Background: an optimization exercise with open tools, aiming at small area, a short achievable clock period and few clock cycles per item. Do not read the settings as production practice.
Function was checked by simulation only, so behaviour that the tests miss may differ from the original.
Power figures rest on the tool's default switching activity, not on a simulated workload.

==> flow/design.v, too long to show whole: its modules and the start of the top module <==
// module predec: 21 lines
// module hi_wr: 6 lines
// module row_dec: 14 lines
// module mem_next: 9 lines
// module rd_sel2n: 9 lines
// module vnand2: 7 lines
// module vnand4: 9 lines
// module vnor2: 7 lines
// module axil_mem_subsys: 326 lines
module axil_mem_subsys (
  input  logic                  clk_i,
  input  logic                  rst_ni,
  input  logic                  req_i,
  output logic                  gnt_o,
  output logic                  rvalid_o,
  input  logic                  we_i,
  input  logic [(32 / 8)-1:0]   be_i,
  input  logic [32-1:0]   addr_i,
  input  logic [32-1:0]   wdata_i,
  output logic [32-1:0]   rdata_o,
  output logic                  err_o
);
  // ...
==> flow/flow/run.sh <==
#!/bin/bash
# The standard layout (standard.sh) with a few ORFS variables changed:
# - REMOVE_ABC_BUFFERS=1: the floorplan step removes synthesis buffers instead
#   of repairing timing before placement, when the high-fanout nets have no
#   buffers yet and every path looks slow;
# - the port buffers are buf_4 (the buf family can be resized for timing);
# - CTS without dummy loads, with larger sink clusters;
# - more rounds of antenna repair after detailed routing.
# Each tool's output goes to run.log in the work folder; ORFS keeps a log per
# step under orfs/logs.
set -euo pipefail
cd "$(dirname "$0")/.."
bash standard.sh \
  REMOVE_ABC_BUFFERS=1 \
  "BUFFER_PORTS_ARGS=-buffer_cell sky130_fd_sc_hd__buf_4" \
  "CTS_ARGS=-sink_clustering_enable -repair_clock_nets -dont_use_dummy_load -sink_clustering_size 30 -sink_clustering_max_diameter 70" \
  MAX_REPAIR_ANTENNAS_ITER_DRT=12 \
  finish > run.log 2>&1
==> flow/standard.sh <==
#!/bin/bash
# synth_recipe.tcl (not shown) runs the flow's synth.tcl, then flattens the netlist and writes it again
# the make line also repeats each setting of config.mk as NAME=value (left out here)
make -C /OpenROAD-flow-scripts/flow DESIGN_CONFIG=/design/flow/config.mk WORK_HOME=/design/flow/orfs CLKGATE_MAP_FILE= SYNTH_SCRIPT=/design/flow/synth_recipe.tcl "${@:-finish}"
==> flow/config.mk <==
export PLATFORM = sky130hd
export DESIGN_NAME = axil_mem_subsys
export DESIGN_NICKNAME = axil_mem_subsys
export VERILOG_FILES = /design/flow/design.v
export SDC_FILE = /design/flow/constraint.sdc
export NUM_CORES = 8
export LEC_CHECK = 0
export CAP_MARGIN = 40
export CORE_MARGIN = 2
export CORE_UTILIZATION = 60
export SETUP_SLACK_MARGIN = 4.5
export SLEW_MARGIN = 50
export SYNTH_HIERARCHICAL = 1
==> flow/constraint.sdc <==
create_clock -name core_clock -period 8.0 [get_ports {clk_i}]
set_input_delay 1.6000 -clock core_clock [delete_from_list [all_inputs] [get_ports {clk_i}]]
set_output_delay 1.6000 -clock core_clock [all_outputs]
set_load 0.01 [all_outputs]
==> reports/qor.csv, run 1 <==
stage,metric,value,unit
run_status,status,no timing/DRC/antenna violations,
setup_path,Reg2Reg Depth,7,
sta,RSZ-0062 raised after global routing,true,
setup_path,WP depth,3,
drt,via count,250700,
floorplanning,# rows,246,
synth,Synth Warn #,8,
drt,DRC Markers,0,
global_routing,number of global-route vias before repair,229000,
synth,largest family of logic cells by synthesized area,compound AO/OA/AOI/OAI gates,
global_routing,met3 global-route usage,10.98,%
global_routing,antenna violations before repair,37,
cells_and_area,Top reg by flops,mem_q,
floorplanning,Tap Cells,5952,
power_and_ir_drop,power share of the combinational group,2.8,%
sta,Final Max Slew Viols,0,
clocking,H-tree levels,5,
power_and_ir_drop,sequential power share,62.9,%
place,Final Wtd Congestion,0.9680,
synth,Synth top cells by count,"o22ai_1, dfxtp_1, nor2_1",
cells_and_area,storage element area,0.1654,mm^2
setup_path,CP peak stage delay,0.40,ns
sta,Setup WS post-layout,4.151,ns
global_routing,Total GRT Usage,41.83,%
global_routing,GRT met2 Usage,59.76,%
Testbench counts, summed over its fixed seeds: cycles 4,808, accesses 4,800.
==> module axil_mem_subsys, before the edit <==
module axil_mem_subsys (
  input  logic                  clk_i,
  input  logic                  rst_ni,
  input  logic                  req_i,
  output logic                  gnt_o,
  output logic                  rvalid_o,
  input  logic                  we_i,
  input  logic [(32 / 8)-1:0]   be_i,
  input  logic [32-1:0]   addr_i,
  input  logic [32-1:0]   wdata_i,
  output logic [32-1:0]   rdata_o,
  output logic                  err_o
);
  localparam int NW  = 256;
  localparam int DW  = 32;
  localparam int BW  = (32 / 8);
  localparam int NS  = 4;          
  localparam int SW  = DW / NS;       
  logic [NW*DW-1:0] mem_q;
  logic [NW*DW-1:0] mem_d;
  logic             p_q;
  logic             in_range;
  logic             wr;
  logic [DW-1:0]    wcol;      
  logic [NS*2*SW-1:0] part_d;    
  logic [NS*2*SW-1:0] part_q;
  logic [NS-1:0]    inv_q;     
  logic [DW-1:0]    rd;
  logic             rvalid_q;
  logic             err_q;
  assign in_range = addr_i[15:10] == '0;
  assign wr       = req_i & we_i & rst_ni;
  always_comb begin
    for (int i = 0; i < DW; i++) begin
      wcol[i] = wdata_i[i] ^ p_q;
    end
  end
  always_ff @(posedge clk_i) begin
    p_q   <= ~p_q;
    mem_q <= mem_d;
  end
  for (genvar s = 0; s < NS; s++) begin : g_slice
    logic [16-1:0] lo, low, low_n;
    logic [16-1:0] hi, hi_n;
    logic [NW-1:0]  sel_n;     
    logic [NW-1:0]  wsel;      
    logic [NW-1:0]  wsel_n;
    predec u_pre (
      .addr  (addr_i[15:2]),
      .wr    (wr & (|be_i[s*1 +: 1])),
      .lo    (lo),
      .low   (low),
      .low_n (low_n),
      .hi    (hi)
    );
    hi_wr u_hin (.hi (hi), .hiw_n (hi_n));
    for (genvar r = 0; r < NW; r++) begin : g_word
      row_dec u_dec (
        .lo     (lo[r%16]),
        .hi     (hi[r/16]),
        .low    (low[r%16]),
        .low_n  (low_n[r%16]),
        .hi_n   (hi_n[r/16]),
        .sel_n  (sel_n[r]),
        .wsel   (wsel[r]),
        .wsel_n (wsel_n[r])
      );
      mem_next u_next (
        .q      (mem_q[r*DW + s*SW +: SW]),
        .wsel   ({SW{wsel[r]}}),
        .wsel_n ({SW{wsel_n[r]}}),
        .wcol   (wcol[s*SW +: SW]),
        .d      (mem_d[r*DW + s*SW +: SW])
      );
    end
    logic [128*SW-1:0] l1;
    rd_sel2n u_l1_0 (.sel_n0 ({SW{sel_n[0]}}), .sel_n1 ({SW{sel_n[1]}}), .q0 (mem_q[(0*DW + s*SW) +: SW]), .q1 (mem_q[(1*DW + s*SW) +: SW]), .y (l1[0*SW +: SW]));
    rd_sel2n u_l1_1 (.sel_n0 ({SW{sel_n[2]}}), .sel_n1 ({SW{sel_n[3]}}), .q0 (mem_q[(2*DW + s*SW) +: SW]), .q1 (mem_q[(3*DW + s*SW) +: SW]), .y (l1[1*SW +: SW]));
    rd_sel2n u_l1_2 (.sel_n0 ({SW{sel_n[4]}}), .sel_n1 ({SW{sel_n[5]}}), .q0 (mem_q[(4*DW + s*SW) +: SW]), .q1 (mem_q[(5*DW + s*SW) +: SW]), .y (l1[2*SW +: SW]));
    rd_sel2n u_l1_3 (.sel_n0 ({SW{sel_n[6]}}), .sel_n1 ({SW{sel_n[7]}}), .q0 (mem_q[(6*DW + s*SW) +: SW]), .q1 (mem_q[(7*DW + s*SW) +: SW]), .y (l1[3*SW +: SW]));
    rd_sel2n u_l1_4 (.sel_n0 ({SW{sel_n[8]}}), .sel_n1 ({SW{sel_n[9]}}), .q0 (mem_q[(8*DW + s*SW) +: SW]), .q1 (mem_q[(9*DW + s*SW) +: SW]), .y (l1[4*SW +: SW]));
    rd_sel2n u_l1_5 (.sel_n0 ({SW{sel_n[10]}}), .sel_n1 ({SW{sel_n[11]}}), .q0 (mem_q[(10*DW + s*SW) +: SW]), .q1 (mem_q[(11*DW + s*SW) +: SW]), .y (l1[5*SW +: SW]));
    rd_sel2n u_l1_6 (.sel_n0 ({SW{sel_n[12]}}), .sel_n1 ({SW{sel_n[13]}}), .q0 (mem_q[(12*DW + s*SW) +: SW]), .q1 (mem_q[(13*DW + s*SW) +: SW]), .y (l1[6*SW +: SW]));
    rd_sel2n u_l1_7 (.sel_n0 ({SW{sel_n[14]}}), .sel_n1 ({SW{sel_n[15]}}), .q0 (mem_q[(14*DW + s*SW) +: SW]), .q1 (mem_q[(15*DW + s*SW) +: SW]), .y (l1[7*SW +: SW]));
    rd_sel2n u_l1_8 (.sel_n0 ({SW{sel_n[16]}}), .sel_n1 ({SW{sel_n[17]}}), .q0 (mem_q[(16*DW + s*SW) +: SW]), .q1 (mem_q[(17*DW + s*SW) +: SW]), .y (l1[8*SW +: SW]));
    rd_sel2n u_l1_9 (.sel_n0 ({SW{sel_n[18]}}), .sel_n1 ({SW{sel_n[19]}}), .q0 (mem_q[(18*DW + s*SW) +: SW]), .q1 (mem_q[(19*DW + s*SW) +: SW]), .y (l1[9*SW +: SW]));
    rd_sel2n u_l1_10 (.sel_n0 ({SW{sel_n[20]}}), .sel_n1 ({SW{sel_n[21]}}), .q0 (mem_q[(20*DW + s*SW) +: SW]), .q1 (mem_q[(21*DW + s*SW) +: SW]), .y (l1[10*SW +: SW]));
    rd_sel2n u_l1_11 (.sel_n0 ({SW{sel_n[22]}}), .sel_n1 ({SW{sel_n[23]}}), .q0 (mem_q[(22*DW + s*SW) +: SW]), .q1 (mem_q[(23*DW + s*SW) +: SW]), .y (l1[11*SW +: SW]));
    rd_sel2n u_l1_12 (.sel_n0 ({SW{sel_n[24]}}), .sel_n1 ({SW{sel_n[25]}}), .q0 (mem_q[(24*DW + s*SW) +: SW]), .q1 (mem_q[(25*DW + s*SW) +: SW]), .y (l1[12*SW +: SW]));
    rd_sel2n u_l1_13 (.sel_n0 ({SW{sel_n[26]}}), .sel_n1 ({SW{sel_n[27]}}), .q0 (mem_q[(26*DW + s*SW) +: SW]), .q1 (mem_q[(27*DW + s*SW) +: SW]), .y (l1[13*SW +: SW]));
    rd_sel2n u_l1_14 (.sel_n0 ({SW{sel_n[28]}}), .sel_n1 ({SW{sel_n[29]}}), .q0 (mem_q[(28*DW + s*SW) +: SW]), .q1 (mem_q[(29*DW + s*SW) +: SW]), .y (l1[14*SW +: SW]));
    rd_sel2n u_l1_15 (.sel_n0 ({SW{sel_n[30]}}), .sel_n1 ({SW{sel_n[31]}}), .q0 (mem_q[(30*DW + s*SW) +: SW]), .q1 (mem_q[(31*DW + s*SW) +: SW]), .y (l1[15*SW +: SW]));
    rd_sel2n u_l1_16 (.sel_n0 ({SW{sel_n[32]}}), .sel_n1 ({SW{sel_n[33]}}), .q0 (mem_q[(32*DW + s*SW) +: SW]), .q1 (mem_q[(33*DW + s*SW) +: SW]), .y (l1[16*SW +: SW]));
    rd_sel2n u_l1_17 (.sel_n0 ({SW{sel_n[34]}}), .sel_n1 ({SW{sel_n[35]}}), .q0 (mem_q[(34*DW + s*SW) +: SW]), .q1 (mem_q[(35*DW + s*SW) +: SW]), .y (l1[17*SW +: SW]));
    rd_sel2n u_l1_18 (.sel_n0 ({SW{sel_n[36]}}), .sel_n1 ({SW{sel_n[37]}}), .q0 (mem_q[(36*DW + s*SW) +: SW]), .q1 (mem_q[(37*DW + s*SW) +: SW]), .y (l1[18*SW +: SW]));
    rd_sel2n u_l1_19 (.sel_n0 ({SW{sel_n[38]}}), .sel_n1 ({SW{sel_n[39]}}), .q0 (mem_q[(38*DW + s*SW) +: SW]), .q1 (mem_q[(39*DW + s*SW) +: SW]), .y (l1[19*SW +: SW]));
    rd_sel2n u_l1_20 (.sel_n0 ({SW{sel_n[40]}}), .sel_n1 ({SW{sel_n[41]}}), .q0 (mem_q[(40*DW + s*SW) +: SW]), .q1 (mem_q[(41*DW + s*SW) +: SW]), .y (l1[20*SW +: SW]));
    rd_sel2n u_l1_21 (.sel_n0 ({SW{sel_n[42]}}), .sel_n1 ({SW{sel_n[43]}}), .q0 (mem_q[(42*DW + s*SW) +: SW]), .q1 (mem_q[(43*DW + s*SW) +: SW]), .y (l1[21*SW +: SW]));
    rd_sel2n u_l1_22 (.sel_n0 ({SW{sel_n[44]}}), .sel_n1 ({SW{sel_n[45]}}), .q0 (mem_q[(44*DW + s*SW) +: SW]), .q1 (mem_q[(45*DW + s*SW) +: SW]), .y (l1[22*SW +: SW]));
    rd_sel2n u_l1_23 (.sel_n0 ({SW{sel_n[46]}}), .sel_n1 ({SW{sel_n[47]}}), .q0 (mem_q[(46*DW + s*SW) +: SW]), .q1 (mem_q[(47*DW + s*SW) +: SW]), .y (l1[23*SW +: SW]));
    rd_sel2n u_l1_24 (.sel_n0 ({SW{sel_n[48]}}), .sel_n1 ({SW{sel_n[49]}}), .q0 (mem_q[(48*DW + s*SW) +: SW]), .q1 (mem_q[(49*DW + s*SW) +: SW]), .y (l1[24*SW +: SW]));
    rd_sel2n u_l1_25 (.sel_n0 ({SW{sel_n[50]}}), .sel_n1 ({SW{sel_n[51]}}), .q0 (mem_q[(50*DW + s*SW) +: SW]), .q1 (mem_q[(51*DW + s*SW) +: SW]), .y (l1[25*SW +: SW]));
    rd_sel2n u_l1_26 (.sel_n0 ({SW{sel_n[52]}}), .sel_n1 ({SW{sel_n[53]}}), .q0 (mem_q[(52*DW + s*SW) +: SW]), .q1 (mem_q[(53*DW + s*SW) +: SW]), .y (l1[26*SW +: SW]));
    rd_sel2n u_l1_27 (.sel_n0 ({SW{sel_n[54]}}), .sel_n1 ({SW{sel_n[55]}}), .q0 (mem_q[(54*DW + s*SW) +: SW]), .q1 (mem_q[(55*DW + s*SW) +: SW]), .y (l1[27*SW +: SW]));
    rd_sel2n u_l1_28 (.sel_n0 ({SW{sel_n[56]}}), .sel_n1 ({SW{sel_n[57]}}), .q0 (mem_q[(56*DW + s*SW) +: SW]), .q1 (mem_q[(57*DW + s*SW) +: SW]), .y (l1[28*SW +: SW]));
    rd_sel2n u_l1_29 (.sel_n0 ({SW{sel_n[58]}}), .sel_n1 ({SW{sel_n[59]}}), .q0 (mem_q[(58*DW + s*SW) +: SW]), .q1 (mem_q[(59*DW + s*SW) +: SW]), .y (l1[29*SW +: SW]));
    rd_sel2n u_l1_30 (.sel_n0 ({SW{sel_n[60]}}), .sel_n1 ({SW{sel_n[61]}}), .q0 (mem_q[(60*DW + s*SW) +: SW]), .q1 (mem_q[(61*DW + s*SW) +: SW]), .y (l1[30*SW +: SW]));
    rd_sel2n u_l1_31 (.sel_n0 ({SW{sel_n[62]}}), .sel_n1 ({SW{sel_n[63]}}), .q0 (mem_q[(62*DW + s*SW) +: SW]), .q1 (mem_q[(63*DW + s*SW) +: SW]), .y (l1[31*SW +: SW]));
    rd_sel2n u_l1_32 (.sel_n0 ({SW{sel_n[64]}}), .sel_n1 ({SW{sel_n[65]}}), .q0 (mem_q[(64*DW + s*SW) +: SW]), .q1 (mem_q[(65*DW + s*SW) +: SW]), .y (l1[32*SW +: SW]));
    rd_sel2n u_l1_33 (.sel_n0 ({SW{sel_n[66]}}), .sel_n1 ({SW{sel_n[67]}}), .q0 (mem_q[(66*DW + s*SW) +: SW]), .q1 (mem_q[(67*DW + s*SW) +: SW]), .y (l1[33*SW +: SW]));
    rd_sel2n u_l1_34 (.sel_n0 ({SW{sel_n[68]}}), .sel_n1 ({SW{sel_n[69]}}), .q0 (mem_q[(68*DW + s*SW) +: SW]), .q1 (mem_q[(69*DW + s*SW) +: SW]), .y (l1[34*SW +: SW]));
    rd_sel2n u_l1_35 (.sel_n0 ({SW{sel_n[70]}}), .sel_n1 ({SW{sel_n[71]}}), .q0 (mem_q[(70*DW + s*SW) +: SW]), .q1 (mem_q[(71*DW + s*SW) +: SW]), .y (l1[35*SW +: SW]));
    rd_sel2n u_l1_36 (.sel_n0 ({SW{sel_n[72]}}), .sel_n1 ({SW{sel_n[73]}}), .q0 (mem_q[(72*DW + s*SW) +: SW]), .q1 (mem_q[(73*DW + s*SW) +: SW]), .y (l1[36*SW +: SW]));
    rd_sel2n u_l1_37 (.sel_n0 ({SW{sel_n[74]}}), .sel_n1 ({SW{sel_n[75]}}), .q0 (mem_q[(74*DW + s*SW) +: SW]), .q1 (mem_q[(75*DW + s*SW) +: SW]), .y (l1[37*SW +: SW]));
    rd_sel2n u_l1_38 (.sel_n0 ({SW{sel_n[76]}}), .sel_n1 ({SW{sel_n[77]}}), .q0 (mem_q[(76*DW + s*SW) +: SW]), .q1 (mem_q[(77*DW + s*SW) +: SW]), .y (l1[38*SW +: SW]));
    rd_sel2n u_l1_39 (.sel_n0 ({SW{sel_n[78]}}), .sel_n1 ({SW{sel_n[79]}}), .q0 (mem_q[(78*DW + s*SW) +: SW]), .q1 (mem_q[(79*DW + s*SW) +: SW]), .y (l1[39*SW +: SW]));
    rd_sel2n u_l1_40 (.sel_n0 ({SW{sel_n[80]}}), .sel_n1 ({SW{sel_n[81]}}), .q0 (mem_q[(80*DW + s*SW) +: SW]), .q1 (mem_q[(81*DW + s*SW) +: SW]), .y (l1[40*SW +: SW]));
    rd_sel2n u_l1_41 (.sel_n0 ({SW{sel_n[82]}}), .sel_n1 ({SW{sel_n[83]}}), .q0 (mem_q[(82*DW + s*SW) +: SW]), .q1 (mem_q[(83*DW + s*SW) +: SW]), .y (l1[41*SW +: SW]));
    rd_sel2n u_l1_42 (.sel_n0 ({SW{sel_n[84]}}), .sel_n1 ({SW{sel_n[85]}}), .q0 (mem_q[(84*DW + s*SW) +: SW]), .q1 (mem_q[(85*DW + s*SW) +: SW]), .y (l1[42*SW +: SW]));
    rd_sel2n u_l1_43 (.sel_n0 ({SW{sel_n[86]}}), .sel_n1 ({SW{sel_n[87]}}), .q0 (mem_q[(86*DW + s*SW) +: SW]), .q1 (mem_q[(87*DW + s*SW) +: SW]), .y (l1[43*SW +: SW]));
    rd_sel2n u_l1_44 (.sel_n0 ({SW{sel_n[88]}}), .sel_n1 ({SW{sel_n[89]}}), .q0 (mem_q[(88*DW + s*SW) +: SW]), .q1 (mem_q[(89*DW + s*SW) +: SW]), .y (l1[44*SW +: SW]));
    rd_sel2n u_l1_45 (.sel_n0 ({SW{sel_n[90]}}), .sel_n1 ({SW{sel_n[91]}}), .q0 (mem_q[(90*DW + s*SW) +: SW]), .q1 (mem_q[(91*DW + s*SW) +: SW]), .y (l1[45*SW +: SW]));
    rd_sel2n u_l1_46 (.sel_n0 ({SW{sel_n[92]}}), .sel_n1 ({SW{sel_n[93]}}), .q0 (mem_q[(92*DW + s*SW) +: SW]), .q1 (mem_q[(93*DW + s*SW) +: SW]), .y (l1[46*SW +: SW]));
    rd_sel2n u_l1_47 (.sel_n0 ({SW{sel_n[94]}}), .sel_n1 ({SW{sel_n[95]}}), .q0 (mem_q[(94*DW + s*SW) +: SW]), .q1 (mem_q[(95*DW + s*SW) +: SW]), .y (l1[47*SW +: SW]));
    rd_sel2n u_l1_48 (.sel_n0 ({SW{sel_n[96]}}), .sel_n1 ({SW{sel_n[97]}}), .q0 (mem_q[(96*DW + s*SW) +: SW]), .q1 (mem_q[(97*DW + s*SW) +: SW]), .y (l1[48*SW +: SW]));
    rd_sel2n u_l1_49 (.sel_n0 ({SW{sel_n[98]}}), .sel_n1 ({SW{sel_n[99]}}), .q0 (mem_q[(98*DW + s*SW) +: SW]), .q1 (mem_q[(99*DW + s*SW) +: SW]), .y (l1[49*SW +: SW]));
    rd_sel2n u_l1_50 (.sel_n0 ({SW{sel_n[100]}}), .sel_n1 ({SW{sel_n[101]}}), .q0 (mem_q[(100*DW + s*SW) +: SW]), .q1 (mem_q[(101*DW + s*SW) +: SW]), .y (l1[50*SW +: SW]));
    rd_sel2n u_l1_51 (.sel_n0 ({SW{sel_n[102]}}), .sel_n1 ({SW{sel_n[103]}}), .q0 (mem_q[(102*DW + s*SW) +: SW]), .q1 (mem_q[(103*DW + s*SW) +: SW]), .y (l1[51*SW +: SW]));
    rd_sel2n u_l1_52 (.sel_n0 ({SW{sel_n[104]}}), .sel_n1 ({SW{sel_n[105]}}), .q0 (mem_q[(104*DW + s*SW) +: SW]), .q1 (mem_q[(105*DW + s*SW) +: SW]), .y (l1[52*SW +: SW]));
    rd_sel2n u_l1_53 (.sel_n0 ({SW{sel_n[106]}}), .sel_n1 ({SW{sel_n[107]}}), .q0 (mem_q[(106*DW + s*SW) +: SW]), .q1 (mem_q[(107*DW + s*SW) +: SW]), .y (l1[53*SW +: SW]));
    rd_sel2n u_l1_54 (.sel_n0 ({SW{sel_n[108]}}), .sel_n1 ({SW{sel_n[109]}}), .q0 (mem_q[(108*DW + s*SW) +: SW]), .q1 (mem_q[(109*DW + s*SW) +: SW]), .y (l1[54*SW +: SW]));
    rd_sel2n u_l1_55 (.sel_n0 ({SW{sel_n[110]}}), .sel_n1 ({SW{sel_n[111]}}), .q0 (mem_q[(110*DW + s*SW) +: SW]), .q1 (mem_q[(111*DW + s*SW) +: SW]), .y (l1[55*SW +: SW]));
    rd_sel2n u_l1_56 (.sel_n0 ({SW{sel_n[112]}}), .sel_n1 ({SW{sel_n[113]}}), .q0 (mem_q[(112*DW + s*SW) +: SW]), .q1 (mem_q[(113*DW + s*SW) +: SW]), .y (l1[56*SW +: SW]));
    rd_sel2n u_l1_57 (.sel_n0 ({SW{sel_n[114]}}), .sel_n1 ({SW{sel_n[115]}}), .q0 (mem_q[(114*DW + s*SW) +: SW]), .q1 (mem_q[(115*DW + s*SW) +: SW]), .y (l1[57*SW +: SW]));
    rd_sel2n u_l1_58 (.sel_n0 ({SW{sel_n[116]}}), .sel_n1 ({SW{sel_n[117]}}), .q0 (mem_q[(116*DW + s*SW) +: SW]), .q1 (mem_q[(117*DW + s*SW) +: SW]), .y (l1[58*SW +: SW]));
    rd_sel2n u_l1_59 (.sel_n0 ({SW{sel_n[118]}}), .sel_n1 ({SW{sel_n[119]}}), .q0 (mem_q[(118*DW + s*SW) +: SW]), .q1 (mem_q[(119*DW + s*SW) +: SW]), .y (l1[59*SW +: SW]));
    rd_sel2n u_l1_60 (.sel_n0 ({SW{sel_n[120]}}), .sel_n1 ({SW{sel_n[121]}}), .q0 (mem_q[(120*DW + s*SW) +: SW]), .q1 (mem_q[(121*DW + s*SW) +: SW]), .y (l1[60*SW +: SW]));
    rd_sel2n u_l1_61 (.sel_n0 ({SW{sel_n[122]}}), .sel_n1 ({SW{sel_n[123]}}), .q0 (mem_q[(122*DW + s*SW) +: SW]), .q1 (mem_q[(123*DW + s*SW) +: SW]), .y (l1[61*SW +: SW]));
    rd_sel2n u_l1_62 (.sel_n0 ({SW{sel_n[124]}}), .sel_n1 ({SW{sel_n[125]}}), .q0 (mem_q[(124*DW + s*SW) +: SW]), .q1 (mem_q[(125*DW + s*SW) +: SW]), .y (l1[62*SW +: SW]));
    rd_sel2n u_l1_63 (.sel_n0 ({SW{sel_n[126]}}), .sel_n1 ({SW{sel_n[127]}}), .q0 (mem_q[(126*DW + s*SW) +: SW]), .q1 (mem_q[(127*DW + s*SW) +: SW]), .y (l1[63*SW +: SW]));
    rd_sel2n u_l1_64 (.sel_n0 ({SW{sel_n[128]}}), .sel_n1 ({SW{sel_n[129]}}), .q0 (mem_q[(128*DW + s*SW) +: SW]), .q1 (mem_q[(129*DW + s*SW) +: SW]), .y (l1[64*SW +: SW]));
    rd_sel2n u_l1_65 (.sel_n0 ({SW{sel_n[130]}}), .sel_n1 ({SW{sel_n[131]}}), .q0 (mem_q[(130*DW + s*SW) +: SW]), .q1 (mem_q[(131*DW + s*SW) +: SW]), .y (l1[65*SW +: SW]));
    rd_sel2n u_l1_66 (.sel_n0 ({SW{sel_n[132]}}), .sel_n1 ({SW{sel_n[133]}}), .q0 (mem_q[(132*DW + s*SW) +: SW]), .q1 (mem_q[(133*DW + s*SW) +: SW]), .y (l1[66*SW +: SW]));
    rd_sel2n u_l1_67 (.sel_n0 ({SW{sel_n[134]}}), .sel_n1 ({SW{sel_n[135]}}), .q0 (mem_q[(134*DW + s*SW) +: SW]), .q1 (mem_q[(135*DW + s*SW) +: SW]), .y (l1[67*SW +: SW]));
    rd_sel2n u_l1_68 (.sel_n0 ({SW{sel_n[136]}}), .sel_n1 ({SW{sel_n[137]}}), .q0 (mem_q[(136*DW + s*SW) +: SW]), .q1 (mem_q[(137*DW + s*SW) +: SW]), .y (l1[68*SW +: SW]));
    rd_sel2n u_l1_69 (.sel_n0 ({SW{sel_n[138]}}), .sel_n1 ({SW{sel_n[139]}}), .q0 (mem_q[(138*DW + s*SW) +: SW]), .q1 (mem_q[(139*DW + s*SW) +: SW]), .y (l1[69*SW +: SW]));
    rd_sel2n u_l1_70 (.sel_n0 ({SW{sel_n[140]}}), .sel_n1 ({SW{sel_n[141]}}), .q0 (mem_q[(140*DW + s*SW) +: SW]), .q1 (mem_q[(141*DW + s*SW) +: SW]), .y (l1[70*SW +: SW]));
    rd_sel2n u_l1_71 (.sel_n0 ({SW{sel_n[142]}}), .sel_n1 ({SW{sel_n[143]}}), .q0 (mem_q[(142*DW + s*SW) +: SW]), .q1 (mem_q[(143*DW + s*SW) +: SW]), .y (l1[71*SW +: SW]));
    rd_sel2n u_l1_72 (.sel_n0 ({SW{sel_n[144]}}), .sel_n1 ({SW{sel_n[145]}}), .q0 (mem_q[(144*DW + s*SW) +: SW]), .q1 (mem_q[(145*DW + s*SW) +: SW]), .y (l1[72*SW +: SW]));
    rd_sel2n u_l1_73 (.sel_n0 ({SW{sel_n[146]}}), .sel_n1 ({SW{sel_n[147]}}), .q0 (mem_q[(146*DW + s*SW) +: SW]), .q1 (mem_q[(147*DW + s*SW) +: SW]), .y (l1[73*SW +: SW]));
    rd_sel2n u_l1_74 (.sel_n0 ({SW{sel_n[148]}}), .sel_n1 ({SW{sel_n[149]}}), .q0 (mem_q[(148*DW + s*SW) +: SW]), .q1 (mem_q[(149*DW + s*SW) +: SW]), .y (l1[74*SW +: SW]));
    rd_sel2n u_l1_75 (.sel_n0 ({SW{sel_n[150]}}), .sel_n1 ({SW{sel_n[151]}}), .q0 (mem_q[(150*DW + s*SW) +: SW]), .q1 (mem_q[(151*DW + s*SW) +: SW]), .y (l1[75*SW +: SW]));
    rd_sel2n u_l1_76 (.sel_n0 ({SW{sel_n[152]}}), .sel_n1 ({SW{sel_n[153]}}), .q0 (mem_q[(152*DW + s*SW) +: SW]), .q1 (mem_q[(153*DW + s*SW) +: SW]), .y (l1[76*SW +: SW]));
    rd_sel2n u_l1_77 (.sel_n0 ({SW{sel_n[154]}}), .sel_n1 ({SW{sel_n[155]}}), .q0 (mem_q[(154*DW + s*SW) +: SW]), .q1 (mem_q[(155*DW + s*SW) +: SW]), .y (l1[77*SW +: SW]));
    rd_sel2n u_l1_78 (.sel_n0 ({SW{sel_n[156]}}), .sel_n1 ({SW{sel_n[157]}}), .q0 (mem_q[(156*DW + s*SW) +: SW]), .q1 (mem_q[(157*DW + s*SW) +: SW]), .y (l1[78*SW +: SW]));
    rd_sel2n u_l1_79 (.sel_n0 ({SW{sel_n[158]}}), .sel_n1 ({SW{sel_n[159]}}), .q0 (mem_q[(158*DW + s*SW) +: SW]), .q1 (mem_q[(159*DW + s*SW) +: SW]), .y (l1[79*SW +: SW]));
    rd_sel2n u_l1_80 (.sel_n0 ({SW{sel_n[160]}}), .sel_n1 ({SW{sel_n[161]}}), .q0 (mem_q[(160*DW + s*SW) +: SW]), .q1 (mem_q[(161*DW + s*SW) +: SW]), .y (l1[80*SW +: SW]));
    rd_sel2n u_l1_81 (.sel_n0 ({SW{sel_n[162]}}), .sel_n1 ({SW{sel_n[163]}}), .q0 (mem_q[(162*DW + s*SW) +: SW]), .q1 (mem_q[(163*DW + s*SW) +: SW]), .y (l1[81*SW +: SW]));
    rd_sel2n u_l1_82 (.sel_n0 ({SW{sel_n[164]}}), .sel_n1 ({SW{sel_n[165]}}), .q0 (mem_q[(164*DW + s*SW) +: SW]), .q1 (mem_q[(165*DW + s*SW) +: SW]), .y (l1[82*SW +: SW]));
    rd_sel2n u_l1_83 (.sel_n0 ({SW{sel_n[166]}}), .sel_n1 ({SW{sel_n[167]}}), .q0 (mem_q[(166*DW + s*SW) +: SW]), .q1 (mem_q[(167*DW + s*SW) +: SW]), .y (l1[83*SW +: SW]));
    rd_sel2n u_l1_84 (.sel_n0 ({SW{sel_n[168]}}), .sel_n1 ({SW{sel_n[169]}}), .q0 (mem_q[(168*DW + s*SW) +: SW]), .q1 (mem_q[(169*DW + s*SW) +: SW]), .y (l1[84*SW +: SW]));
    rd_sel2n u_l1_85 (.sel_n0 ({SW{sel_n[170]}}), .sel_n1 ({SW{sel_n[171]}}), .q0 (mem_q[(170*DW + s*SW) +: SW]), .q1 (mem_q[(171*DW + s*SW) +: SW]), .y (l1[85*SW +: SW]));
    rd_sel2n u_l1_86 (.sel_n0 ({SW{sel_n[172]}}), .sel_n1 ({SW{sel_n[173]}}), .q0 (mem_q[(172*DW + s*SW) +: SW]), .q1 (mem_q[(173*DW + s*SW) +: SW]), .y (l1[86*SW +: SW]));
    rd_sel2n u_l1_87 (.sel_n0 ({SW{sel_n[174]}}), .sel_n1 ({SW{sel_n[175]}}), .q0 (mem_q[(174*DW + s*SW) +: SW]), .q1 (mem_q[(175*DW + s*SW) +: SW]), .y (l1[87*SW +: SW]));
    rd_sel2n u_l1_88 (.sel_n0 ({SW{sel_n[176]}}), .sel_n1 ({SW{sel_n[177]}}), .q0 (mem_q[(176*DW + s*SW) +: SW]), .q1 (mem_q[(177*DW + s*SW) +: SW]), .y (l1[88*SW +: SW]));
    rd_sel2n u_l1_89 (.sel_n0 ({SW{sel_n[178]}}), .sel_n1 ({SW{sel_n[179]}}), .q0 (mem_q[(178*DW + s*SW) +: SW]), .q1 (mem_q[(179*DW + s*SW) +: SW]), .y (l1[89*SW +: SW]));
    rd_sel2n u_l1_90 (.sel_n0 ({SW{sel_n[180]}}), .sel_n1 ({SW{sel_n[181]}}), .q0 (mem_q[(180*DW + s*SW) +: SW]), .q1 (mem_q[(181*DW + s*SW) +: SW]), .y (l1[90*SW +: SW]));
    rd_sel2n u_l1_91 (.sel_n0 ({SW{sel_n[182]}}), .sel_n1 ({SW{sel_n[183]}}), .q0 (mem_q[(182*DW + s*SW) +: SW]), .q1 (mem_q[(183*DW + s*SW) +: SW]), .y (l1[91*SW +: SW]));
    rd_sel2n u_l1_92 (.sel_n0 ({SW{sel_n[184]}}), .sel_n1 ({SW{sel_n[185]}}), .q0 (mem_q[(184*DW + s*SW) +: SW]), .q1 (mem_q[(185*DW + s*SW) +: SW]), .y (l1[92*SW +: SW]));
    rd_sel2n u_l1_93 (.sel_n0 ({SW{sel_n[186]}}), .sel_n1 ({SW{sel_n[187]}}), .q0 (mem_q[(186*DW + s*SW) +: SW]), .q1 (mem_q[(187*DW + s*SW) +: SW]), .y (l1[93*SW +: SW]));
    rd_sel2n u_l1_94 (.sel_n0 ({SW{sel_n[188]}}), .sel_n1 ({SW{sel_n[189]}}), .q0 (mem_q[(188*DW + s*SW) +: SW]), .q1 (mem_q[(189*DW + s*SW) +: SW]), .y (l1[94*SW +: SW]));
    rd_sel2n u_l1_95 (.sel_n0 ({SW{sel_n[190]}}), .sel_n1 ({SW{sel_n[191]}}), .q0 (mem_q[(190*DW + s*SW) +: SW]), .q1 (mem_q[(191*DW + s*SW) +: SW]), .y (l1[95*SW +: SW]));
    rd_sel2n u_l1_96 (.sel_n0 ({SW{sel_n[192]}}), .sel_n1 ({SW{sel_n[193]}}), .q0 (mem_q[(192*DW + s*SW) +: SW]), .q1 (mem_q[(193*DW + s*SW) +: SW]), .y (l1[96*SW +: SW]));
    rd_sel2n u_l1_97 (.sel_n0 ({SW{sel_n[194]}}), .sel_n1 ({SW{sel_n[195]}}), .q0 (mem_q[(194*DW + s*SW) +: SW]), .q1 (mem_q[(195*DW + s*SW) +: SW]), .y (l1[97*SW +: SW]));
    rd_sel2n u_l1_98 (.sel_n0 ({SW{sel_n[196]}}), .sel_n1 ({SW{sel_n[197]}}), .q0 (mem_q[(196*DW + s*SW) +: SW]), .q1 (mem_q[(197*DW + s*SW) +: SW]), .y (l1[98*SW +: SW]));
    rd_sel2n u_l1_99 (.sel_n0 ({SW{sel_n[198]}}), .sel_n1 ({SW{sel_n[199]}}), .q0 (mem_q[(198*DW + s*SW) +: SW]), .q1 (mem_q[(199*DW + s*SW) +: SW]), .y (l1[99*SW +: SW]));
    rd_sel2n u_l1_100 (.sel_n0 ({SW{sel_n[200]}}), .sel_n1 ({SW{sel_n[201]}}), .q0 (mem_q[(200*DW + s*SW) +: SW]), .q1 (mem_q[(201*DW + s*SW) +: SW]), .y (l1[100*SW +: SW]));
    rd_sel2n u_l1_101 (.sel_n0 ({SW{sel_n[202]}}), .sel_n1 ({SW{sel_n[203]}}), .q0 (mem_q[(202*DW + s*SW) +: SW]), .q1 (mem_q[(203*DW + s*SW) +: SW]), .y (l1[101*SW +: SW]));
    rd_sel2n u_l1_102 (.sel_n0 ({SW{sel_n[204]}}), .sel_n1 ({SW{sel_n[205]}}), .q0 (mem_q[(204*DW + s*SW) +: SW]), .q1 (mem_q[(205*DW + s*SW) +: SW]), .y (l1[102*SW +: SW]));
    rd_sel2n u_l1_103 (.sel_n0 ({SW{sel_n[206]}}), .sel_n1 ({SW{sel_n[207]}}), .q0 (mem_q[(206*DW + s*SW) +: SW]), .q1 (mem_q[(207*DW + s*SW) +: SW]), .y (l1[103*SW +: SW]));
    rd_sel2n u_l1_104 (.sel_n0 ({SW{sel_n[208]}}), .sel_n1 ({SW{sel_n[209]}}), .q0 (mem_q[(208*DW + s*SW) +: SW]), .q1 (mem_q[(209*DW + s*SW) +: SW]), .y (l1[104*SW +: SW]));
    rd_sel2n u_l1_105 (.sel_n0 ({SW{sel_n[210]}}), .sel_n1 ({SW{sel_n[211]}}), .q0 (mem_q[(210*DW + s*SW) +: SW]), .q1 (mem_q[(211*DW + s*SW) +: SW]), .y (l1[105*SW +: SW]));
    rd_sel2n u_l1_106 (.sel_n0 ({SW{sel_n[212]}}), .sel_n1 ({SW{sel_n[213]}}), .q0 (mem_q[(212*DW + s*SW) +: SW]), .q1 (mem_q[(213*DW + s*SW) +: SW]), .y (l1[106*SW +: SW]));
    rd_sel2n u_l1_107 (.sel_n0 ({SW{sel_n[214]}}), .sel_n1 ({SW{sel_n[215]}}), .q0 (mem_q[(214*DW + s*SW) +: SW]), .q1 (mem_q[(215*DW + s*SW) +: SW]), .y (l1[107*SW +: SW]));
    rd_sel2n u_l1_108 (.sel_n0 ({SW{sel_n[216]}}), .sel_n1 ({SW{sel_n[217]}}), .q0 (mem_q[(216*DW + s*SW) +: SW]), .q1 (mem_q[(217*DW + s*SW) +: SW]), .y (l1[108*SW +: SW]));
    rd_sel2n u_l1_109 (.sel_n0 ({SW{sel_n[218]}}), .sel_n1 ({SW{sel_n[219]}}), .q0 (mem_q[(218*DW + s*SW) +: SW]), .q1 (mem_q[(219*DW + s*SW) +: SW]), .y (l1[109*SW +: SW]));
    rd_sel2n u_l1_110 (.sel_n0 ({SW{sel_n[220]}}), .sel_n1 ({SW{sel_n[221]}}), .q0 (mem_q[(220*DW + s*SW) +: SW]), .q1 (mem_q[(221*DW + s*SW) +: SW]), .y (l1[110*SW +: SW]));
    rd_sel2n u_l1_111 (.sel_n0 ({SW{sel_n[222]}}), .sel_n1 ({SW{sel_n[223]}}), .q0 (mem_q[(222*DW + s*SW) +: SW]), .q1 (mem_q[(223*DW + s*SW) +: SW]), .y (l1[111*SW +: SW]));
    rd_sel2n u_l1_112 (.sel_n0 ({SW{sel_n[224]}}), .sel_n1 ({SW{sel_n[225]}}), .q0 (mem_q[(224*DW + s*SW) +: SW]), .q1 (mem_q[(225*DW + s*SW) +: SW]), .y (l1[112*SW +: SW]));
    rd_sel2n u_l1_113 (.sel_n0 ({SW{sel_n[226]}}), .sel_n1 ({SW{sel_n[227]}}), .q0 (mem_q[(226*DW + s*SW) +: SW]), .q1 (mem_q[(227*DW + s*SW) +: SW]), .y (l1[113*SW +: SW]));
    rd_sel2n u_l1_114 (.sel_n0 ({SW{sel_n[228]}}), .sel_n1 ({SW{sel_n[229]}}), .q0 (mem_q[(228*DW + s*SW) +: SW]), .q1 (mem_q[(229*DW + s*SW) +: SW]), .y (l1[114*SW +: SW]));
    rd_sel2n u_l1_115 (.sel_n0 ({SW{sel_n[230]}}), .sel_n1 ({SW{sel_n[231]}}), .q0 (mem_q[(230*DW + s*SW) +: SW]), .q1 (mem_q[(231*DW + s*SW) +: SW]), .y (l1[115*SW +: SW]));
    rd_sel2n u_l1_116 (.sel_n0 ({SW{sel_n[232]}}), .sel_n1 ({SW{sel_n[233]}}), .q0 (mem_q[(232*DW + s*SW) +: SW]), .q1 (mem_q[(233*DW + s*SW) +: SW]), .y (l1[116*SW +: SW]));
    rd_sel2n u_l1_117 (.sel_n0 ({SW{sel_n[234]}}), .sel_n1 ({SW{sel_n[235]}}), .q0 (mem_q[(234*DW + s*SW) +: SW]), .q1 (mem_q[(235*DW + s*SW) +: SW]), .y (l1[117*SW +: SW]));
    rd_sel2n u_l1_118 (.sel_n0 ({SW{sel_n[236]}}), .sel_n1 ({SW{sel_n[237]}}), .q0 (mem_q[(236*DW + s*SW) +: SW]), .q1 (mem_q[(237*DW + s*SW) +: SW]), .y (l1[118*SW +: SW]));
    rd_sel2n u_l1_119 (.sel_n0 ({SW{sel_n[238]}}), .sel_n1 ({SW{sel_n[239]}}), .q0 (mem_q[(238*DW + s*SW) +: SW]), .q1 (mem_q[(239*DW + s*SW) +: SW]), .y (l1[119*SW +: SW]));
    rd_sel2n u_l1_120 (.sel_n0 ({SW{sel_n[240]}}), .sel_n1 ({SW{sel_n[241]}}), .q0 (mem_q[(240*DW + s*SW) +: SW]), .q1 (mem_q[(241*DW + s*SW) +: SW]), .y (l1[120*SW +: SW]));
    rd_sel2n u_l1_121 (.sel_n0 ({SW{sel_n[242]}}), .sel_n1 ({SW{sel_n[243]}}), .q0 (mem_q[(242*DW + s*SW) +: SW]), .q1 (mem_q[(243*DW + s*SW) +: SW]), .y (l1[121*SW +: SW]));
    rd_sel2n u_l1_122 (.sel_n0 ({SW{sel_n[244]}}), .sel_n1 ({SW{sel_n[245]}}), .q0 (mem_q[(244*DW + s*SW) +: SW]), .q1 (mem_q[(245*DW + s*SW) +: SW]), .y (l1[122*SW +: SW]));
    rd_sel2n u_l1_123 (.sel_n0 ({SW{sel_n[246]}}), .sel_n1 ({SW{sel_n[247]}}), .q0 (mem_q[(246*DW + s*SW) +: SW]), .q1 (mem_q[(247*DW + s*SW) +: SW]), .y (l1[123*SW +: SW]));
    rd_sel2n u_l1_124 (.sel_n0 ({SW{sel_n[248]}}), .sel_n1 ({SW{sel_n[249]}}), .q0 (mem_q[(248*DW + s*SW) +: SW]), .q1 (mem_q[(249*DW + s*SW) +: SW]), .y (l1[124*SW +: SW]));
    rd_sel2n u_l1_125 (.sel_n0 ({SW{sel_n[250]}}), .sel_n1 ({SW{sel_n[251]}}), .q0 (mem_q[(250*DW + s*SW) +: SW]), .q1 (mem_q[(251*DW + s*SW) +: SW]), .y (l1[125*SW +: SW]));
    rd_sel2n u_l1_126 (.sel_n0 ({SW{sel_n[252]}}), .sel_n1 ({SW{sel_n[253]}}), .q0 (mem_q[(252*DW + s*SW) +: SW]), .q1 (mem_q[(253*DW + s*SW) +: SW]), .y (l1[126*SW +: SW]));
    rd_sel2n u_l1_127 (.sel_n0 ({SW{sel_n[254]}}), .sel_n1 ({SW{sel_n[255]}}), .q0 (mem_q[(254*DW + s*SW) +: SW]), .q1 (mem_q[(255*DW + s*SW) +: SW]), .y (l1[127*SW +: SW]));
    logic [64*SW-1:0] t2;
    vnor2 u_t2_0 (.a (l1[0*SW +: SW]), .b (l1[1*SW +: SW]), .y (t2[0*SW +: SW]));
    vnor2 u_t2_1 (.a (l1[2*SW +: SW]), .b (l1[3*SW +: SW]), .y (t2[1*SW +: SW]));
    vnor2 u_t2_2 (.a (l1[4*SW +: SW]), .b (l1[5*SW +: SW]), .y (t2[2*SW +: SW]));
    vnor2 u_t2_3 (.a (l1[6*SW +: SW]), .b (l1[7*SW +: SW]), .y (t2[3*SW +: SW]));
    vnor2 u_t2_4 (.a (l1[8*SW +: SW]), .b (l1[9*SW +: SW]), .y (t2[4*SW +: SW]));
    vnor2 u_t2_5 (.a (l1[10*SW +: SW]), .b (l1[11*SW +: SW]), .y (t2[5*SW +: SW]));
    vnor2 u_t2_6 (.a (l1[12*SW +: SW]), .b (l1[13*SW +: SW]), .y (t2[6*SW +: SW]));
    vnor2 u_t2_7 (.a (l1[14*SW +: SW]), .b (l1[15*SW +: SW]), .y (t2[7*SW +: SW]));
    vnor2 u_t2_8 (.a (l1[16*SW +: SW]), .b (l1[17*SW +: SW]), .y (t2[8*SW +: SW]));
    vnor2 u_t2_9 (.a (l1[18*SW +: SW]), .b (l1[19*SW +: SW]), .y (t2[9*SW +: SW]));
    vnor2 u_t2_10 (.a (l1[20*SW +: SW]), .b (l1[21*SW +: SW]), .y (t2[10*SW +: SW]));
    vnor2 u_t2_11 (.a (l1[22*SW +: SW]), .b (l1[23*SW +: SW]), .y (t2[11*SW +: SW]));
    vnor2 u_t2_12 (.a (l1[24*SW +: SW]), .b (l1[25*SW +: SW]), .y (t2[12*SW +: SW]));
    vnor2 u_t2_13 (.a (l1[26*SW +: SW]), .b (l1[27*SW +: SW]), .y (t2[13*SW +: SW]));
    vnor2 u_t2_14 (.a (l1[28*SW +: SW]), .b (l1[29*SW +: SW]), .y (t2[14*SW +: SW]));
    vnor2 u_t2_15 (.a (l1[30*SW +: SW]), .b (l1[31*SW +: SW]), .y (t2[15*SW +: SW]));
    vnor2 u_t2_16 (.a (l1[32*SW +: SW]), .b (l1[33*SW +: SW]), .y (t2[16*SW +: SW]));
    vnor2 u_t2_17 (.a (l1[34*SW +: SW]), .b (l1[35*SW +: SW]), .y (t2[17*SW +: SW]));
    vnor2 u_t2_18 (.a (l1[36*SW +: SW]), .b (l1[37*SW +: SW]), .y (t2[18*SW +: SW]));
    vnor2 u_t2_19 (.a (l1[38*SW +: SW]), .b (l1[39*SW +: SW]), .y (t2[19*SW +: SW]));
    vnor2 u_t2_20 (.a (l1[40*SW +: SW]), .b (l1[41*SW +: SW]), .y (t2[20*SW +: SW]));
    vnor2 u_t2_21 (.a (l1[42*SW +: SW]), .b (l1[43*SW +: SW]), .y (t2[21*SW +: SW]));
    vnor2 u_t2_22 (.a (l1[44*SW +: SW]), .b (l1[45*SW +: SW]), .y (t2[22*SW +: SW]));
    vnor2 u_t2_23 (.a (l1[46*SW +: SW]), .b (l1[47*SW +: SW]), .y (t2[23*SW +: SW]));
    vnor2 u_t2_24 (.a (l1[48*SW +: SW]), .b (l1[49*SW +: SW]), .y (t2[24*SW +: SW]));
    vnor2 u_t2_25 (.a (l1[50*SW +: SW]), .b (l1[51*SW +: SW]), .y (t2[25*SW +: SW]));
    vnor2 u_t2_26 (.a (l1[52*SW +: SW]), .b (l1[53*SW +: SW]), .y (t2[26*SW +: SW]));
    vnor2 u_t2_27 (.a (l1[54*SW +: SW]), .b (l1[55*SW +: SW]), .y (t2[27*SW +: SW]));
    vnor2 u_t2_28 (.a (l1[56*SW +: SW]), .b (l1[57*SW +: SW]), .y (t2[28*SW +: SW]));
    vnor2 u_t2_29 (.a (l1[58*SW +: SW]), .b (l1[59*SW +: SW]), .y (t2[29*SW +: SW]));
    vnor2 u_t2_30 (.a (l1[60*SW +: SW]), .b (l1[61*SW +: SW]), .y (t2[30*SW +: SW]));
    vnor2 u_t2_31 (.a (l1[62*SW +: SW]), .b (l1[63*SW +: SW]), .y (t2[31*SW +: SW]));
    vnor2 u_t2_32 (.a (l1[64*SW +: SW]), .b (l1[65*SW +: SW]), .y (t2[32*SW +: SW]));
    vnor2 u_t2_33 (.a (l1[66*SW +: SW]), .b (l1[67*SW +: SW]), .y (t2[33*SW +: SW]));
    vnor2 u_t2_34 (.a (l1[68*SW +: SW]), .b (l1[69*SW +: SW]), .y (t2[34*SW +: SW]));
    vnor2 u_t2_35 (.a (l1[70*SW +: SW]), .b (l1[71*SW +: SW]), .y (t2[35*SW +: SW]));
    vnor2 u_t2_36 (.a (l1[72*SW +: SW]), .b (l1[73*SW +: SW]), .y (t2[36*SW +: SW]));
    vnor2 u_t2_37 (.a (l1[74*SW +: SW]), .b (l1[75*SW +: SW]), .y (t2[37*SW +: SW]));
    vnor2 u_t2_38 (.a (l1[76*SW +: SW]), .b (l1[77*SW +: SW]), .y (t2[38*SW +: SW]));
    vnor2 u_t2_39 (.a (l1[78*SW +: SW]), .b (l1[79*SW +: SW]), .y (t2[39*SW +: SW]));
    vnor2 u_t2_40 (.a (l1[80*SW +: SW]), .b (l1[81*SW +: SW]), .y (t2[40*SW +: SW]));
    vnor2 u_t2_41 (.a (l1[82*SW +: SW]), .b (l1[83*SW +: SW]), .y (t2[41*SW +: SW]));
    vnor2 u_t2_42 (.a (l1[84*SW +: SW]), .b (l1[85*SW +: SW]), .y (t2[42*SW +: SW]));
    vnor2 u_t2_43 (.a (l1[86*SW +: SW]), .b (l1[87*SW +: SW]), .y (t2[43*SW +: SW]));
    vnor2 u_t2_44 (.a (l1[88*SW +: SW]), .b (l1[89*SW +: SW]), .y (t2[44*SW +: SW]));
    vnor2 u_t2_45 (.a (l1[90*SW +: SW]), .b (l1[91*SW +: SW]), .y (t2[45*SW +: SW]));
    vnor2 u_t2_46 (.a (l1[92*SW +: SW]), .b (l1[93*SW +: SW]), .y (t2[46*SW +: SW]));
    vnor2 u_t2_47 (.a (l1[94*SW +: SW]), .b (l1[95*SW +: SW]), .y (t2[47*SW +: SW]));
    vnor2 u_t2_48 (.a (l1[96*SW +: SW]), .b (l1[97*SW +: SW]), .y (t2[48*SW +: SW]));
    vnor2 u_t2_49 (.a (l1[98*SW +: SW]), .b (l1[99*SW +: SW]), .y (t2[49*SW +: SW]));
    vnor2 u_t2_50 (.a (l1[100*SW +: SW]), .b (l1[101*SW +: SW]), .y (t2[50*SW +: SW]));
    vnor2 u_t2_51 (.a (l1[102*SW +: SW]), .b (l1[103*SW +: SW]), .y (t2[51*SW +: SW]));
    vnor2 u_t2_52 (.a (l1[104*SW +: SW]), .b (l1[105*SW +: SW]), .y (t2[52*SW +: SW]));
    vnor2 u_t2_53 (.a (l1[106*SW +: SW]), .b (l1[107*SW +: SW]), .y (t2[53*SW +: SW]));
    vnor2 u_t2_54 (.a (l1[108*SW +: SW]), .b (l1[109*SW +: SW]), .y (t2[54*SW +: SW]));
    vnor2 u_t2_55 (.a (l1[110*SW +: SW]), .b (l1[111*SW +: SW]), .y (t2[55*SW +: SW]));
    vnor2 u_t2_56 (.a (l1[112*SW +: SW]), .b (l1[113*SW +: SW]), .y (t2[56*SW +: SW]));
    vnor2 u_t2_57 (.a (l1[114*SW +: SW]), .b (l1[115*SW +: SW]), .y (t2[57*SW +: SW]));
    vnor2 u_t2_58 (.a (l1[116*SW +: SW]), .b (l1[117*SW +: SW]), .y (t2[58*SW +: SW]));
    vnor2 u_t2_59 (.a (l1[118*SW +: SW]), .b (l1[119*SW +: SW]), .y (t2[59*SW +: SW]));
    vnor2 u_t2_60 (.a (l1[120*SW +: SW]), .b (l1[121*SW +: SW]), .y (t2[60*SW +: SW]));
    vnor2 u_t2_61 (.a (l1[122*SW +: SW]), .b (l1[123*SW +: SW]), .y (t2[61*SW +: SW]));
    vnor2 u_t2_62 (.a (l1[124*SW +: SW]), .b (l1[125*SW +: SW]), .y (t2[62*SW +: SW]));
    vnor2 u_t2_63 (.a (l1[126*SW +: SW]), .b (l1[127*SW +: SW]), .y (t2[63*SW +: SW]));
    logic [16*SW-1:0] t3;
    vnand4 u_t3_0 (.a (t2[0*SW +: SW]), .b (t2[1*SW +: SW]), .c (t2[2*SW +: SW]), .d (t2[3*SW +: SW]), .y (t3[0*SW +: SW]));
    vnand4 u_t3_1 (.a (t2[4*SW +: SW]), .b (t2[5*SW +: SW]), .c (t2[6*SW +: SW]), .d (t2[7*SW +: SW]), .y (t3[1*SW +: SW]));
    vnand4 u_t3_2 (.a (t2[8*SW +: SW]), .b (t2[9*SW +: SW]), .c (t2[10*SW +: SW]), .d (t2[11*SW +: SW]), .y (t3[2*SW +: SW]));
    vnand4 u_t3_3 (.a (t2[12*SW +: SW]), .b (t2[13*SW +: SW]), .c (t2[14*SW +: SW]), .d (t2[15*SW +: SW]), .y (t3[3*SW +: SW]));
    vnand4 u_t3_4 (.a (t2[16*SW +: SW]), .b (t2[17*SW +: SW]), .c (t2[18*SW +: SW]), .d (t2[19*SW +: SW]), .y (t3[4*SW +: SW]));
    vnand4 u_t3_5 (.a (t2[20*SW +: SW]), .b (t2[21*SW +: SW]), .c (t2[22*SW +: SW]), .d (t2[23*SW +: SW]), .y (t3[5*SW +: SW]));
    vnand4 u_t3_6 (.a (t2[24*SW +: SW]), .b (t2[25*SW +: SW]), .c (t2[26*SW +: SW]), .d (t2[27*SW +: SW]), .y (t3[6*SW +: SW]));
    vnand4 u_t3_7 (.a (t2[28*SW +: SW]), .b (t2[29*SW +: SW]), .c (t2[30*SW +: SW]), .d (t2[31*SW +: SW]), .y (t3[7*SW +: SW]));
    vnand4 u_t3_8 (.a (t2[32*SW +: SW]), .b (t2[33*SW +: SW]), .c (t2[34*SW +: SW]), .d (t2[35*SW +: SW]), .y (t3[8*SW +: SW]));
    vnand4 u_t3_9 (.a (t2[36*SW +: SW]), .b (t2[37*SW +: SW]), .c (t2[38*SW +: SW]), .d (t2[39*SW +: SW]), .y (t3[9*SW +: SW]));
    vnand4 u_t3_10 (.a (t2[40*SW +: SW]), .b (t2[41*SW +: SW]), .c (t2[42*SW +: SW]), .d (t2[43*SW +: SW]), .y (t3[10*SW +: SW]));
    vnand4 u_t3_11 (.a (t2[44*SW +: SW]), .b (t2[45*SW +: SW]), .c (t2[46*SW +: SW]), .d (t2[47*SW +: SW]), .y (t3[11*SW +: SW]));
    vnand4 u_t3_12 (.a (t2[48*SW +: SW]), .b (t2[49*SW +: SW]), .c (t2[50*SW +: SW]), .d (t2[51*SW +: SW]), .y (t3[12*SW +: SW]));
    vnand4 u_t3_13 (.a (t2[52*SW +: SW]), .b (t2[53*SW +: SW]), .c (t2[54*SW +: SW]), .d (t2[55*SW +: SW]), .y (t3[13*SW +: SW]));
    vnand4 u_t3_14 (.a (t2[56*SW +: SW]), .b (t2[57*SW +: SW]), .c (t2[58*SW +: SW]), .d (t2[59*SW +: SW]), .y (t3[14*SW +: SW]));
    vnand4 u_t3_15 (.a (t2[60*SW +: SW]), .b (t2[61*SW +: SW]), .c (t2[62*SW +: SW]), .d (t2[63*SW +: SW]), .y (t3[15*SW +: SW]));
    logic [8*SW-1:0] t4;
    vnor2 u_t4_0 (.a (t3[0*SW +: SW]), .b (t3[1*SW +: SW]), .y (t4[0*SW +: SW]));
    vnor2 u_t4_1 (.a (t3[2*SW +: SW]), .b (t3[3*SW +: SW]), .y (t4[1*SW +: SW]));
    vnor2 u_t4_2 (.a (t3[4*SW +: SW]), .b (t3[5*SW +: SW]), .y (t4[2*SW +: SW]));
    vnor2 u_t4_3 (.a (t3[6*SW +: SW]), .b (t3[7*SW +: SW]), .y (t4[3*SW +: SW]));
    vnor2 u_t4_4 (.a (t3[8*SW +: SW]), .b (t3[9*SW +: SW]), .y (t4[4*SW +: SW]));
    vnor2 u_t4_5 (.a (t3[10*SW +: SW]), .b (t3[11*SW +: SW]), .y (t4[5*SW +: SW]));
    vnor2 u_t4_6 (.a (t3[12*SW +: SW]), .b (t3[13*SW +: SW]), .y (t4[6*SW +: SW]));
    vnor2 u_t4_7 (.a (t3[14*SW +: SW]), .b (t3[15*SW +: SW]), .y (t4[7*SW +: SW]));
    logic [4*SW-1:0] t5;
    vnand2 u_t5_0 (.a (t4[0*SW +: SW]), .b (t4[1*SW +: SW]), .y (t5[0*SW +: SW]));
    vnand2 u_t5_1 (.a (t4[2*SW +: SW]), .b (t4[3*SW +: SW]), .y (t5[1*SW +: SW]));
    vnand2 u_t5_2 (.a (t4[4*SW +: SW]), .b (t4[5*SW +: SW]), .y (t5[2*SW +: SW]));
    vnand2 u_t5_3 (.a (t4[6*SW +: SW]), .b (t4[7*SW +: SW]), .y (t5[3*SW +: SW]));
    logic [2*SW-1:0] t6;
    vnor2 u_t6_0 (.a (t5[0*SW +: SW]), .b (t5[1*SW +: SW]), .y (t6[0*SW +: SW]));
    vnor2 u_t6_1 (.a (t5[2*SW +: SW]), .b (t5[3*SW +: SW]), .y (t6[1*SW +: SW]));
    assign part_d[s*2*SW +: 2*SW] = {t6[1*SW +: SW], t6[0*SW +: SW]};
    assign rd[s*SW +: SW] = ~(part_q[(s*2 + 0)*SW +: SW] & part_q[(s*2 + 1)*SW +: SW]);
    always_ff @(posedge clk_i) begin
      inv_q[s] <= in_range & ~p_q;
    end
    assign rdata_o[s*SW +: SW] = rd[s*SW +: SW] ^ {SW{inv_q[s]}};
  end
  always_ff @(posedge clk_i) begin
    part_q <= part_d;
  end
  always_ff @(posedge clk_i) begin
    if (!rst_ni) begin
      rvalid_q <= 1'b0;
      err_q    <= 1'b0;
    end else begin
      rvalid_q <= req_i;
      err_q    <= req_i & ~in_range;
    end
  end
  assign gnt_o    = req_i;
  assign rvalid_o = rvalid_q;
  assign err_o    = err_q;
endmodule
==> run 2, diff against run 1 <==
--- a/flow/design.v
+++ b/flow/design.v
@@ -77,11 +77,4 @@
   assign y = ~((q0 | sel_n0) & (q1 | sel_n1));
 endmodule
-module vnand2 (
-  input  logic [8-1:0] a,
-  input  logic [8-1:0] b,
-  output logic [8-1:0] y
-);
-  assign y = ~(a & b);
-endmodule
 module vnand4 (
   input  logic [8-1:0] a,
@@ -121,5 +114,5 @@
   logic [NW*DW-1:0] mem_q;
   logic [NW*DW-1:0] mem_d;
-  logic             p_q;
+  logic [DW-1:0]    p_q;       
   logic             in_range;
   logic             wr;
@@ -127,5 +120,5 @@
   logic [NS*2*SW-1:0] part_d;    
   logic [NS*2*SW-1:0] part_q;
-  logic [NS-1:0]    inv_q;     
+  logic [DW-1:0]    inv_q;     
   logic [DW-1:0]    rd;
   logic             rvalid_q;
@@ -135,5 +128,5 @@
   always_comb begin
     for (int i = 0; i < DW; i++) begin
-      wcol[i] = wdata_i[i] ^ p_q;
+      wcol[i] = wdata_i[i] ^ p_q[i];
     end
   end
@@ -396,18 +389,13 @@
     vnor2 u_t4_6 (.a (t3[12*SW +: SW]), .b (t3[13*SW +: SW]), .y (t4[6*SW +: SW]));
     vnor2 u_t4_7 (.a (t3[14*SW +: SW]), .b (t3[15*SW +: SW]), .y (t4[7*SW +: SW]));
-    logic [4*SW-1:0] t5;
-    vnand2 u_t5_0 (.a (t4[0*SW +: SW]), .b (t4[1*SW +: SW]), .y (t5[0*SW +: SW]));
-    vnand2 u_t5_1 (.a (t4[2*SW +: SW]), .b (t4[3*SW +: SW]), .y (t5[1*SW +: SW]));
-    vnand2 u_t5_2 (.a (t4[4*SW +: SW]), .b (t4[5*SW +: SW]), .y (t5[2*SW +: SW]));
-    vnand2 u_t5_3 (.a (t4[6*SW +: SW]), .b (t4[7*SW +: SW]), .y (t5[3*SW +: SW]));
-    logic [2*SW-1:0] t6;
-    vnor2 u_t6_0 (.a (t5[0*SW +: SW]), .b (t5[1*SW +: SW]), .y (t6[0*SW +: SW]));
-    vnor2 u_t6_1 (.a (t5[2*SW +: SW]), .b (t5[3*SW +: SW]), .y (t6[1*SW +: SW]));
-    assign part_d[s*2*SW +: 2*SW] = {t6[1*SW +: SW], t6[0*SW +: SW]};
-    assign rd[s*SW +: SW] = ~(part_q[(s*2 + 0)*SW +: SW] & part_q[(s*2 + 1)*SW +: SW]);
+    logic [2*SW-1:0] t5;
+    vnand4 u_t5_0 (.a (t4[0*SW +: SW]), .b (t4[1*SW +: SW]), .c (t4[2*SW +: SW]), .d (t4[3*SW +: SW]), .y (t5[0*SW +: SW]));
+    vnand4 u_t5_1 (.a (t4[4*SW +: SW]), .b (t4[5*SW +: SW]), .c (t4[6*SW +: SW]), .d (t4[7*SW +: SW]), .y (t5[1*SW +: SW]));
+    assign part_d[s*2*SW +: 2*SW] = {t5[1*SW +: SW], t5[0*SW +: SW]};
+    assign rd[s*SW +: SW] = (part_q[(s*2 + 0)*SW +: SW] | part_q[(s*2 + 1)*SW +: SW]);
     always_ff @(posedge clk_i) begin
-      inv_q[s] <= in_range & ~p_q;
+      inv_q[s*SW +: SW] <= {SW{in_range}} & ~p_q[s*SW +: SW];
     end
-    assign rdata_o[s*SW +: SW] = rd[s*SW +: SW] ^ {SW{inv_q[s]}};
+    assign rdata_o[s*SW +: SW] = rd[s*SW +: SW] ^ inv_q[s*SW +: SW];
   end
   always_ff @(posedge clk_i) begin
==> run 2 against run 1 <==
Still clean on timing, DRC and antenna. Via count up 0.23%. First-iteration DRC count up 1.4%. Utilization up 0.19 points. Non-clock buffer count up 6. Worst hold slack worse by 0.0012 ns. Sequential power about the same. Clock-buffer cell count down 9. Synthesized area up 0.52%. Combinational power about the same. Fmax up 1.9%. Critical endpoint is now mem_q[7375]$_DFF_P_. Highest routed layer unchanged.
==> reports/qor.csv, run 2 <==
stage,metric,value,unit,change
run_status,status,no timing/DRC/antenna violations,,
setup_path,Crit path required time,8.90,ns,
global_routing,number of global-route vias before repair,229800,,+0.35%
global_routing,remaining global-route overflow,0,,
power_and_ir_drop,static leakage,110.7,nW,
clocking,clock buffer count from CTS,419,,
place,DP HPWL,631200,um,
synth,top-area cell type share of the netlist area,61.52,%,
setup_path,CP Max Fanout,11,,
synth,Synth async-reset ratio,0,%,
clocking,H-tree levels,5,,unchanged
sta,Final Max Slew Viols,0,,unchanged
sta,Setup Skew,0.07892,ns,
clocking,"Clk pin slew, worst setup/hold paths",0.08,ns,
floorplanning,Initial Utilization,60.30,%,
synth,most common cell in the synthesized netlist,o22ai_1,,
sta,TNS Setup,0,ns,
clocking,Longest Clk Path Bufs,4,,
drt,routed wire length,1003000,um,
synth,Synth Warn #,8,,unchanged
cells_and_area,Largest regs,"mem_q (8192), part_q (64)",,
sta,min cycle time layout,3.777,ns,
setup_path,CP endpoint kind,flip-flop,,
global_routing,Total GRT Usage,41.39,%,-0.44 points
cells_and_area,non-filler cells in the finished layout,34240,,
floorplanning,die area,0.4567,mm^2,
place,DP Cell Count,33620,,
synth,"Cell Area, Synth",0.2708,mm^2,
clocking,CTS sink cnt,8322,,
drt,1st-iter DRT viols,33800,,
sta,final worst path period share,47.22,%,
global_routing,antenna violations before repair,47,,+27%
place,Final Wtd Congestion,0.9668,,-0.12%
synth,cells after synthesis,27200,,
clocking,CTS tree,done,,
global_routing,global-route wire length before repair,1456000,um,
cells_and_area,area delta synth->final,11.22,%,
setup_path,Crit path max-delay family,simple AND/OR/NAND/NOR gates,,
sta,Final Setup Violations,0,,
synth,top_reg_cell synth,dfxtp_1,,
power_and_ir_drop,PD cells,217.3,mW/mm^2,
cells_and_area,Layout fillers,36060,,
min_path,class of the most critical hold timing path,flip-flop to flip-flop,,
drt,via count,251300,,+0.23%
synth,post-synth cell types,33,,
cells_and_area,"most common cell after layout, fill and taps aside",o22ai_1,,
drt,WL met2,421000,um,
cells_and_area,Top reg by flops,mem_q,,
cells_and_area,most frequent cells in the layout,"o22ai_1, dfxtp_1, nor2_1",,
setup_path,crit-path cells,buf_4 -> and3_4 -> buf_4 -> and2_1 -> and3b_1 -> nand2_2 -> buf_4 -> nor2_1 -> o22ai_1,,
floorplanning,CORE AREA,0.4491,mm^2,
floorplanning,# rows,246,,unchanged
setup_path,critical path's slowest cell,and3b_1,,
floorplanning,I/O pins,107,,
drt,Via density,7.337,,
place,DP Worst Slack,2.660,ns,
synth,Synth area leaders,"dfxtp_1, o22ai_1, nor2_1",,
sta,RSZ-0062 raised after global routing,true,,
cells_and_area,max reg flops,8192,,
synth,"EDFF count, synth",0,,
synth,Synth top cells by count,"o22ai_1, dfxtp_1, nor2_1",,
setup_path,Worst setup SP type,input pin,,
drt,DRC Markers,0,,unchanged
drt,drt first pass iters,7,,
synth,Synth Area per Inst,9.956,um^2,
cells_and_area,fraction of layout cells with a size suffix above 1,8.408,%,
setup_path,CP peak stage delay,0.49,ns,+0.09 ns
place,IO Port Bufs,88,,
drt,metal3 WL,121600,um,
sta,Setup WS post-layout,4.223,ns,+0.07136 ns
power_and_ir_drop,VDD IR max,0.2184,mV,
run 2: path summary, 6_finish.rpt:
check                      startpoint  slack (ns)  depth (start not counted)             endpoint
hold / removal    mem_q[3836]$_DFF_P_        0.44                          1  mem_q[3836]$_DFF_P_
setup / recovery                req_i        4.22                          9  mem_q[7375]$_DFF_P_
hold reg to reg   mem_q[3836]$_DFF_P_        0.44                          1  mem_q[3836]$_DFF_P_
setup reg to reg       p_q[6]$_DFF_P_        5.27                          4  mem_q[6150]$_DFF_P_
run 2: logic make-up after synthesis:
group | after synthesis | share of synthesized area (%)
AOI/OAI and AO/OA | 12290 | 28.39
xor gates and xnor gates | 64 | 0.2070
buffers and inverters | 141 | 0.2467
DFF | 8322 | 61.52
and+or+nand+nor | 6384 | 9.636
run 2: where the power goes:
group | internal, mW | leakage [nW] | switching (mW)
logic | 0.410 | 29.3 | 1.39
registers | 41.4 | 76.3 | 0.00824
clock network | 9.31 | 5.16 | 12.9
total | 51.1 | 111 | 14.3
run 2: per-stage QoR:
step | instance area, um^2 | power (mW) | util (%) | hold WS, ns
final | 301200 | 65.44 | 67.07 | 0.4432
after global routing | 301100 | 66.83 | 67.04 | 0.4521
after CTS | 298300 | 65.36 | 66.43 | 0.4449
after detailed placement | 285900 | 44.06 | 63.66 | 0.4377
after global placement | 283600 | 43.95 | 63.16 | 0.4295
after floorplan | 270500 | 43.21 | - | 0.3783
run 2: metal layers:
layer | global-route usage, % | vias up
li1 | - | 111600
met1 | 56.17 | 120700
met2 | 59.49 | 15630
met3 | 10.73 | 3287
met4 | 24.42 | 52
met5 | 0 | -
run 2: per-module statistics from Yosys, one instance, submodules excluded:
module,flops+latches,times used,cell area [um^2]
axil_mem_subsys,8322,1,167900
rd_sel2n,0,512,50.05
hi_wr,0,4,60.06
vnor2,0,288,30.03
predec,0,4,509.2
row_dec,0,1024,11.26
vnand4,0,72,50.05
mem_next,0,1024,50.05
run 2: cell type report:
cell class	count	area [um^2]	share of cell area [%]
multi-input cells	18740	108600	36.06
clock buffers	419	10490	3.481
diodes	57	142.6	0.04736
repair buffers	660	7306	2.426
well taps	5952	7447	2.473
inverters	96	499.2	0.1657
flip-flops and latches	8322	166700	55.35
run 2: timing repair:
item	in CTS	in global routing
resized for setup	502	628
buffers inserted	50	92
endpoints found under the setup margin	6000	6133
gates cloned	0	1
pin swaps	46	43
Testbench counts of run 2, summed over its fixed seeds: cycles 4,808, accesses 4,800.

-- separate check: timing with driven ports --
In the flow no input, the clock included, has a driving cell. The finished layouts below were timed again as built, in two steps. Step 1: set_driving_cell puts a clkbuf_16 on clk_i and a buf_2 on each other input, an assumption about the parent block. Step 2 also shifts input and output timing later by t, the mid clock arrival at the registers, as if the neighbouring blocks saw the same clock. Three values: ideal, step 1, step 2; two values: the first two.
| run | shift t [ns] | slack for setup (ns) |
|---|---|---|
| run 1 | 1.133 | 4.151 / 4.034 / 3.055 |
| run 2 | 1.159 | 4.223 / 4.262 / 3.103 |
After both steps setup and hold are still met in every run listed.
